What follows belongs to an exercise in optimizing a design on an open flow for small area, a short achievable clock period and few clock cycles; a production flow would make more cautious choices. RTL that was checked went through simulation tests only; none was proved equivalent to the original.

==> flow/design.v (excerpt) <==
module mulApbChip (
	input logic clk,
	input logic arstN,
	input logic psel,
	input logic penable,
	input logic pwrite,
	input logic [7:0] paddr,
	input logic [31:0] pwdata,
	output logic [31:0] prdata,
	output logic pready,
	output logic pslverr
);
Size in the first run: roughly 1,300 cells after synthesis, roughly 230 flip-flops, roughly 79 I/O pins, ~16,000 sq um of cells after synthesis.
==> module prefixAdder, before the edit <==
module prefixAdder #(
	parameter int Width = mulPkg::OperandWidth
) (
	input logic [Width-1:0] a,
	input logic [Width-1:0] b,
	input logic cin,
	output logic [Width:0] sum
);
	localparam int Levels = $clog2(Width);
	logic [Width-1:0] p0;
	logic [Width-1:0] g [Levels+1];
	logic [Width-1:0] p [Levels+1];
	logic [Width:0] carry;
	for (genvar i = 0; i < Width; i++) begin : genBit
		xorKeep xorP_i (
			.a(a[i]),
			.b(b[i]),
			.y(p0[i])
		);
		xorKeep xorS_i (
			.a(p0[i]),
			.b(carry[i]),
			.y(sum[i])
		);
	end
	assign g[0] = (a & b) | {{(Width-1){1'b0}}, p0[0] & cin};
	assign p[0] = p0;
	for (genvar l = 1; l <= Levels; l++) begin : genLevel
		for (genvar i = 0; i < Width; i++) begin : genBit
			if (((i >> (l-1)) & 1) == 1) begin : genNode
				localparam int J = ((i >> (l-1)) << (l-1)) - 1;
				assign g[l][i] = g[l-1][i] | (p[l-1][i] & g[l-1][J]);
				assign p[l][i] = p[l-1][i] & p[l-1][J];
			end else begin : genPass
				assign g[l][i] = g[l-1][i];
				assign p[l][i] = p[l-1][i];
			end
		end
	end
	assign carry = {g[Levels], cin};
	assign sum[Width] = carry[Width];
endmodule
clock: 13.0 ns
lec_check: 0
cap_margin: 20
core_margin: 2
core_utilization: 40
slew_margin: 20
standard.sh (not shown) runs the stock make flow with config.mk's settings and CLKGATE_MAP_FILE= SYNTH_SCRIPT=/design/flow/synth_recipe.tcl, a recipe that flattens the netlist after the stock synthesis.
==> flow/flow/run.sh <==
#!/bin/bash
# The standard layout, with timing repair aimed at a path delay well below
# the clock period: the clock and the constraints are unchanged, only
# repair_timing's setup margin is raised (and kept to the worst endpoints).
set -euo pipefail
export SETUP_SLACK_MARGIN="${FLOW_SETUP_MARGIN:-9.4}"
export TNS_END_PERCENT="${FLOW_TNS_END:-10}"
export BUFFER_PORTS_ARGS="-buffer_cell sky130_fd_sc_hd__buf_2"
export CTS_ARGS="-sink_clustering_enable -repair_clock_nets -dont_use_dummy_load -buf_list {sky130_fd_sc_hd__clkbuf_4 sky130_fd_sc_hd__clkbuf_8}"
# keep each full adder of the multiplier step a module of its own through
# synthesis, so that it maps to one full-adder cell without inverters around it, and keep the
# two address decodes that gate many flip-flops short;
# the netlist is flattened at the end of synthesis as usual
export SYNTH_KEEP_MODULES="fullAdd startDetect addrDecode xorKeep"
bash standard.sh > flow_standard.log 2>&1
Testbench counts at the start, summed over its fixed seeds: cycles 14,400.
==> next run, changes <==
--- a/flow/design.v
+++ b/flow/design.v
@@ -58,23 +58,19 @@
 	localparam int Levels = $clog2(Width);
 	logic [Width-1:0] p0;
 	logic [Width-1:0] g [Levels+1];
 	logic [Width-1:0] p [Levels+1];
 	logic [Width:0] carry;
 	for (genvar i = 0; i < Width; i++) begin : genBit
-		xorKeep xorP_i (
-			.a(a[i]),
-			.b(b[i]),
-			.y(p0[i])
-		);
 		xorKeep xorS_i (
 			.a(p0[i]),
 			.b(carry[i]),
 			.y(sum[i])
 		);
 	end
+	assign p0 = a ^ b;
 	assign g[0] = (a & b) | {{(Width-1){1'b0}}, p0[0] & cin};
 	assign p[0] = p0;
 	for (genvar l = 1; l <= Levels; l++) begin : genLevel
 		for (genvar i = 0; i < Width; i++) begin : genBit
 			if (((i >> (l-1)) & 1) == 1) begin : genNode
 				localparam int J = ((i >> (l-1)) << (l-1)) - 1;
Effect:
- first-iteration DRC count went down by 3.3%
- via count went down by 2.4%
- core utilization went down by 0.22 points
- worst hold slack gets better by 0.015 ns
- sequential share of layout area went up by 0.25 points
No functional check of the RTL was part of the second run of this note.

## separate check: timing with driven ports
The results above use ideal ports. As a check the final layouts listed here were re-extracted and re-timed, cells and wires unchanged.
Step 1: set_driving_cell puts a clkbuf_16 on clk and a buf_2 on each other input, an assumption about the parent block.
Step 2 moves the port delays by t, midway between the first and last clock arrival at a register: inputs arrive t later, outputs are due t later. That takes back most of the time a late clock gives input paths.
a / b / c = ideal / step 1 / step 2; a / b = the first two.
| run | t, ns | setup WS [ns] | worst setup path after step 2 | clock arrival spread, ns | worst register clock-pin slew, ns |
|---|---|---|---|---|---|
| the first run | 0.579 | 9.312 / 9.265 / 8.839 | input to register | 0.038 / 0.038 | 0.07 / 0.07 |
| the second run | 0.578 | 9.318 / 9.271 / 8.810 | input to register | 0.057 / 0.057 | 0.06 / 0.06 |
After both steps setup and hold are still met in every run listed. For the second run, which loses most, drivers alone change the setup slack by -0.047 ns; drivers and shift together by -0.508 ns.
